Context: an optimization exercise on an open-source flow, tuned for small area. The choices shown serve that exercise and are no tape-out recipe. At most, simulation tests tie the RTL to the original design; equivalence was not proved.

==> inputs of job 3339 <==
// stream_convolver
module stream_convolver (
    input  logic           clk_i,
    input  logic           rst_ni,
    input  logic           en_i,
    input  logic [15:0]    data_i,
    input  logic [5:0]     stride_i,
    input  logic [13:0]    matrix_size_i,
    input  logic [143:0]   weights_i,
    output logic [31:0]    conv_o,
    output logic           valid_conv_o,
    output logic           end_conv_o
);
    logic       r_started;
    logic [3:0] r_mm1;       
    logic [3:0] r_sm1;       
    logic [3:0] r_row;
    logic [3:0] r_col;
    logic [3:0] r_row_ph;
    logic [3:0] r_col_ph;
    logic       r_valid;
    logic       r_end;
    logic       w_acc;
    logic [3:0] w_mm1;
    logic [3:0] w_sm1;
    logic       w_last_col;
    logic       w_last_row;
    logic       w_row_in;
    logic       w_col_in;
    logic       w_win;
    assign w_acc = en_i & ~r_end;
    assign w_mm1 = r_started ? r_mm1 : (matrix_size_i[3:0] - 4'd1);
    assign w_sm1 = r_started ? r_sm1
  ...
==> flow/config.mk <==
export PLATFORM = sky130hd
export DESIGN_NAME = stream_convolver
export DESIGN_NICKNAME = stream_convolver
export VERILOG_FILES = /design/flow/design.v
export SDC_FILE = /design/flow/constraint.sdc
export NUM_CORES = 4
export LEC_CHECK = 0
export ABC_AREA = 1
export CAP_MARGIN = 15
export CORE_MARGIN = 2
export CORE_UTILIZATION = 65
export GPL_TIMING_DRIVEN = 0
export SLEW_MARGIN = 15
==> flow/constraint.sdc <==
create_clock -name core_clock -period 10.0 [get_ports {clk_i}]
set_input_delay 2.0000 -clock core_clock [delete_from_list [all_inputs] [get_ports {clk_i}]]
set_output_delay 2.0000 -clock core_clock [all_outputs]
set_load 0.01 [all_outputs]
standard.sh (not shown) runs the stock make flow with config.mk's settings and CLKGATE_MAP_FILE= SYNTH_SCRIPT=/design/flow/synth_recipe.tcl, a recipe that flattens the netlist after the stock synthesis.
==> flow/flow/run.sh <==
#!/bin/bash
# Standard ORFS layout (the standard.sh) with these changes:
#  - Yosys's generic pre-mapping ABC pass is skipped (SYNTH_ARGS=-noabc), so
#    extract_fa finds the design's full adders in their written polarity;
#  - the buffers ABC inserted are removed at floorplan (repair_design adds
#    back what slew and capacitance need);
#  - the port buffers are the smallest buffer cell;
#  - clock tree: smaller clock buffers, no dummy loads.
set -euo pipefail
bash standard.sh \
  SYNTH_ARGS=-noabc \
  REMOVE_ABC_BUFFERS=1 \
  "BUFFER_PORTS_ARGS=-buffer_cell sky130_fd_sc_hd__buf_1" \
  "CTS_ARGS=-sink_clustering_enable -repair_clock_nets -dont_use_dummy_load -buf_list {sky130_fd_sc_hd__clkbuf_4}" \
  finish > flow_make.log 2>&1
==> job 1185 (differences from job 3339) <==
--- a/flow/design.v
+++ b/flow/design.v
@@ -8315,22 +8315,22 @@
     assign w_b0s8 = r_ra[8] ^ r_rb[8] ^ w_b0c7;
     assign w_b0c8 = (r_ra[8] & r_rb[8]) | (w_b0c7 & (r_ra[8] ^ r_rb[8]));
     logic w_b0s9, w_b0c9;
     assign w_b0s9 = r_ra[9] ^ r_rb[9] ^ w_b0c8;
     assign w_b0c9 = (r_ra[9] & r_rb[9]) | (w_b0c8 & (r_ra[9] ^ r_rb[9]));
     logic w_b0s10, w_b0c10;
     assign w_b0s10 = r_ra[10] ^ r_rb[10] ^ w_b0c9;
     assign w_b0c10 = (r_ra[10] & r_rb[10]) | (w_b0c9 & (r_ra[10] ^ r_rb[10]));
-    logic w_b1s11, w_b1c11;
-    assign w_b1s11 = r_ra[11] ^ r_rb[11];
-    assign w_b1c11 = r_ra[11] & r_rb[11];
+    logic w_b0s11, w_b0c11;
+    assign w_b0s11 = r_ra[11] ^ r_rb[11] ^ w_b0c10;
+    assign w_b0c11 = (r_ra[11] & r_rb[11]) | (w_b0c10 & (r_ra[11] ^ r_rb[11]));
     logic w_b1s12, w_b1c12;
-    assign w_b1s12 = r_ra[12] ^ r_rb[12] ^ w_b1c11;
-    assign w_b1c12 = (r_ra[12] & r_rb[12]) | (w_b1c11 & (r_ra[12] ^ r_rb[12]));
+    assign w_b1s12 = r_ra[12] ^ r_rb[12];
+    assign w_b1c12 = r_ra[12] & r_rb[12];
     logic w_b1s13, w_b1c13;
     assign w_b1s13 = r_ra[13] ^ r_rb[13] ^ w_b1c12;
     assign w_b1c13 = (r_ra[13] & r_rb[13]) | (w_b1c12 & (r_ra[13] ^ r_rb[13]));
     logic w_b1s14, w_b1c14;
     assign w_b1s14 = r_ra[14] ^ r_rb[14] ^ w_b1c13;
     assign w_b1c14 = (r_ra[14] & r_rb[14]) | (w_b1c13 & (r_ra[14] ^ r_rb[14]));
     logic w_b1s15, w_b1c15;
     assign w_b1s15 = r_ra[15] ^ r_rb[15] ^ w_b1c14;
@@ -8348,20 +8348,18 @@
     assign w_b1s19 = r_ra[19] ^ r_rb[19] ^ w_b1c18;
     assign w_b1c19 = (r_ra[19] & r_rb[19]) | (w_b1c18 & (r_ra[19] ^ r_rb[19]));
     logic w_b1s20, w_b1c20;
     assign w_b1s20 = r_ra[20] ^ r_rb[20] ^ w_b1c19;
     assign w_b1c20 = (r_ra[20] & r_rb[20]) | (w_b1c19 & (r_ra[20] ^ r_rb[20]));
     logic w_b1s21, w_b1c21;
     assign w_b1s21 = r_ra[21] ^ r_rb[21] ^ w_b1c20;
     assign w_b1c21 = (r_ra[21] & r_rb[21]) | (w_b1c20 & (r_ra[21] ^ r_rb[21]));
-    logic w_b1t12;
-    assign w_b1t12 = w_b1s11 & w_b1s12;
     logic w_b1t13;
-    assign w_b1t13 = w_b1t12 & w_b1s13;
+    assign w_b1t13 = w_b1s12 & w_b1s13;
     logic w_b1t14;
     assign w_b1t14 = w_b1t13 & w_b1s14;
     logic w_b1t15;
     assign w_b1t15 = w_b1t14 & w_b1s15;
     logic w_b1t16;
     assign w_b1t16 = w_b1t15 & w_b1s16;
     logic w_b1t17;
     assign w_b1t17 = w_b1t16 & w_b1s17;
@@ -8369,17 +8367,17 @@
     assign w_b1t18 = w_b1t17 & w_b1s18;
     logic w_b1t19;
     assign w_b1t19 = w_b1t18 & w_b1s19;
     logic w_b1t20;
     assign w_b1t20 = w_b1t19 & w_b1s20;
     logic w_b1t21;
     assign w_b1t21 = w_b1t20 & w_b1s21;
     logic w_blkc1;
-    assign w_blkc1 = w_b1c21 | (w_b0c10 & w_b1t21);
+    assign w_blkc1 = w_b1c21 | (w_b0c11 & w_b1t21);
     logic w_b2s22, w_b2c22;
     assign w_b2s22 = r_ra[22] ^ r_rb[22];
     assign w_b2c22 = r_ra[22] & r_rb[22];
     logic w_b2s23, w_b2c23;
     assign w_b2s23 = r_ra[23] ^ r_rb[23] ^ w_b2c22;
     assign w_b2c23 = (r_ra[23] & r_rb[23]) | (w_b2c22 & (r_ra[23] ^ r_rb[23]));
     logic w_b2s24, w_b2c24;
     assign w_b2s24 = r_ra[24] ^ r_rb[24] ^ w_b2c23;
@@ -8427,27 +8425,27 @@
     assign conv_o[3] = w_b0s3;
     assign conv_o[4] = w_b0s4;
     assign conv_o[5] = w_b0s5;
     assign conv_o[6] = w_b0s6;
     assign conv_o[7] = w_b0s7;
     assign conv_o[8] = w_b0s8;
     assign conv_o[9] = w_b0s9;
     assign conv_o[10] = w_b0s10;
-    assign conv_o[11] = (w_b1s11 ^ w_b0c10);
-    assign conv_o[12] = (w_b1s12 ^ (w_b0c10 & w_b1s11));
-    assign conv_o[13] = (w_b1s13 ^ (w_b0c10 & w_b1t12));
-    assign conv_o[14] = (w_b1s14 ^ (w_b0c10 & w_b1t13));
-    assign conv_o[15] = (w_b1s15 ^ (w_b0c10 & w_b1t14));
-    assign conv_o[16] = (w_b1s16 ^ (w_b0c10 & w_b1t15));
-    assign conv_o[17] = (w_b1s17 ^ (w_b0c10 & w_b1t16));
-    assign conv_o[18] = (w_b1s18 ^ (w_b0c10 & w_b1t17));
-    assign conv_o[19] = (w_b1s19 ^ (w_b0c10 & w_b1t18));
-    assign conv_o[20] = (w_b1s20 ^ (w_b0c10 & w_b1t19));
-    assign conv_o[21] = (w_b1s21 ^ (w_b0c10 & w_b1t20));
+    assign conv_o[11] = w_b0s11;
+    assign conv_o[12] = (w_b1s12 ^ w_b0c11);
+    assign conv_o[13] = (w_b1s13 ^ (w_b0c11 & w_b1s12));
+    assign conv_o[14] = (w_b1s14 ^ (w_b0c11 & w_b1t13));
+    assign conv_o[15] = (w_b1s15 ^ (w_b0c11 & w_b1t14));
+    assign conv_o[16] = (w_b1s16 ^ (w_b0c11 & w_b1t15));
+    assign conv_o[17] = (w_b1s17 ^ (w_b0c11 & w_b1t16));
+    assign conv_o[18] = (w_b1s18 ^ (w_b0c11 & w_b1t17));
+    assign conv_o[19] = (w_b1s19 ^ (w_b0c11 & w_b1t18));
+    assign conv_o[20] = (w_b1s20 ^ (w_b0c11 & w_b1t19));
+    assign conv_o[21] = (w_b1s21 ^ (w_b0c11 & w_b1t20));
     assign conv_o[22] = (w_b2s22 ^ w_blkc1);
     assign conv_o[23] = (w_b2s23 ^ (w_blkc1 & w_b2s22));
     assign conv_o[24] = (w_b2s24 ^ (w_blkc1 & w_b2t23));
     assign conv_o[25] = (w_b2s25 ^ (w_blkc1 & w_b2t24));
     assign conv_o[26] = (w_b2s26 ^ (w_blkc1 & w_b2t25));
     assign conv_o[27] = (w_b2s27 ^ (w_blkc1 & w_b2t26));
     assign conv_o[28] = (w_b2s28 ^ (w_blkc1 & w_b2t27));
     assign conv_o[29] = (w_b2s29 ^ (w_blkc1 & w_b2t28));
==> qor summary <==
Max-Slew Margin vs Limit: job 1185 13.1%; job 3339 13.1%
Total wirelength of the detailed-routed design: job 1185 283 mm; job 3339 281 mm
Total Nets Final: job 1185 7,575; job 3339 7,566
Status: job 1185 complete, no violations; job 3339 complete, no violations
Area of the multi-input gates: job 1185 0.0482 mm2; job 3339 0.0493 mm2
Total placed instance area: job 1185 0.0719 mm2; job 3339 0.0731 mm2
Critical hold path startpoint: job 1185 r_l2s0[0][14]; job 3339 r_l1s0[2][15]
Hold Path Sink: job 1185 r_l2s0[1][14]; job 3339 r_l1s0[3][15]
Post-route cell area: job 1185 0.0735 mm2; job 3339 0.0745 mm2
Post-detailed-placement half-perimeter wirelength: job 1185 217 mm; job 3339 216 mm
DR iter-0 viols: job 1185 8,762; job 3339 8,133
Worst r2r path cells: job 1185 17; job 3339 14
Clock buffers created by TritonCTS: job 1185 162; job 3339 164
Complex-gate fraction of the synthesized area: job 1185 11.1%; job 3339 12.1%
Sequential element share of the synthesized area: job 1185 26.2%; job 3339 25.7%
Area share of and/or/nand/nor cells after synthesis: job 1185 3.97%; job 3339 4.16%
Worst reg2reg setup slack: job 1185 1.52 ns; job 3339 1.63 ns
Multiplexer share of the synthesized area: job 1185 0.0321%; job 3339 0.0315%
Worst Clk Skew: job 1185 0.146 ns; job 3339 0.125 ns
Slack of the critical path: job 1185 0.406 ns; job 3339 0.710 ns
Final critical-path required period: job 1185 9.59 ns; job 3339 9.29 ns
Yosys cell types: job 1185 38; job 3339 51
The RTL of job 3339 was laid out without a check of its function.

## port drivers added, routing unchanged
How much do the figures lean on ideal ports? The routed layouts below were timed once more, with nothing changed but the port constraints. Step 1 assumes that a clkbuf_16 drives the clock port and a buf_2 every other input. Step 2 times the ports against the registers' clock, not the clock port: input delays grow and output delays shrink by t, the midpoint of the rising clock arrivals with the driver on. Three values: ideal, step 1, step 2; two values: the first two.
run | shift t [ns] | slack for setup (ns) | latest minus earliest clock arrival (ns) | slew at the worst register clock pin (ns) | worst data-port slew with drivers (ns)
job 3339 | 1.149 | 0.710 / 0.628 / 0.853 | 0.125 / 0.125 | 0.08 / 0.08 | 0.08
job 1185 | 1.105 | 0.406 / 0.324 / 0.893 | 0.153 / 0.153 | 0.08 / 0.08 | 0.13
After both steps setup and hold are still met in every run listed.
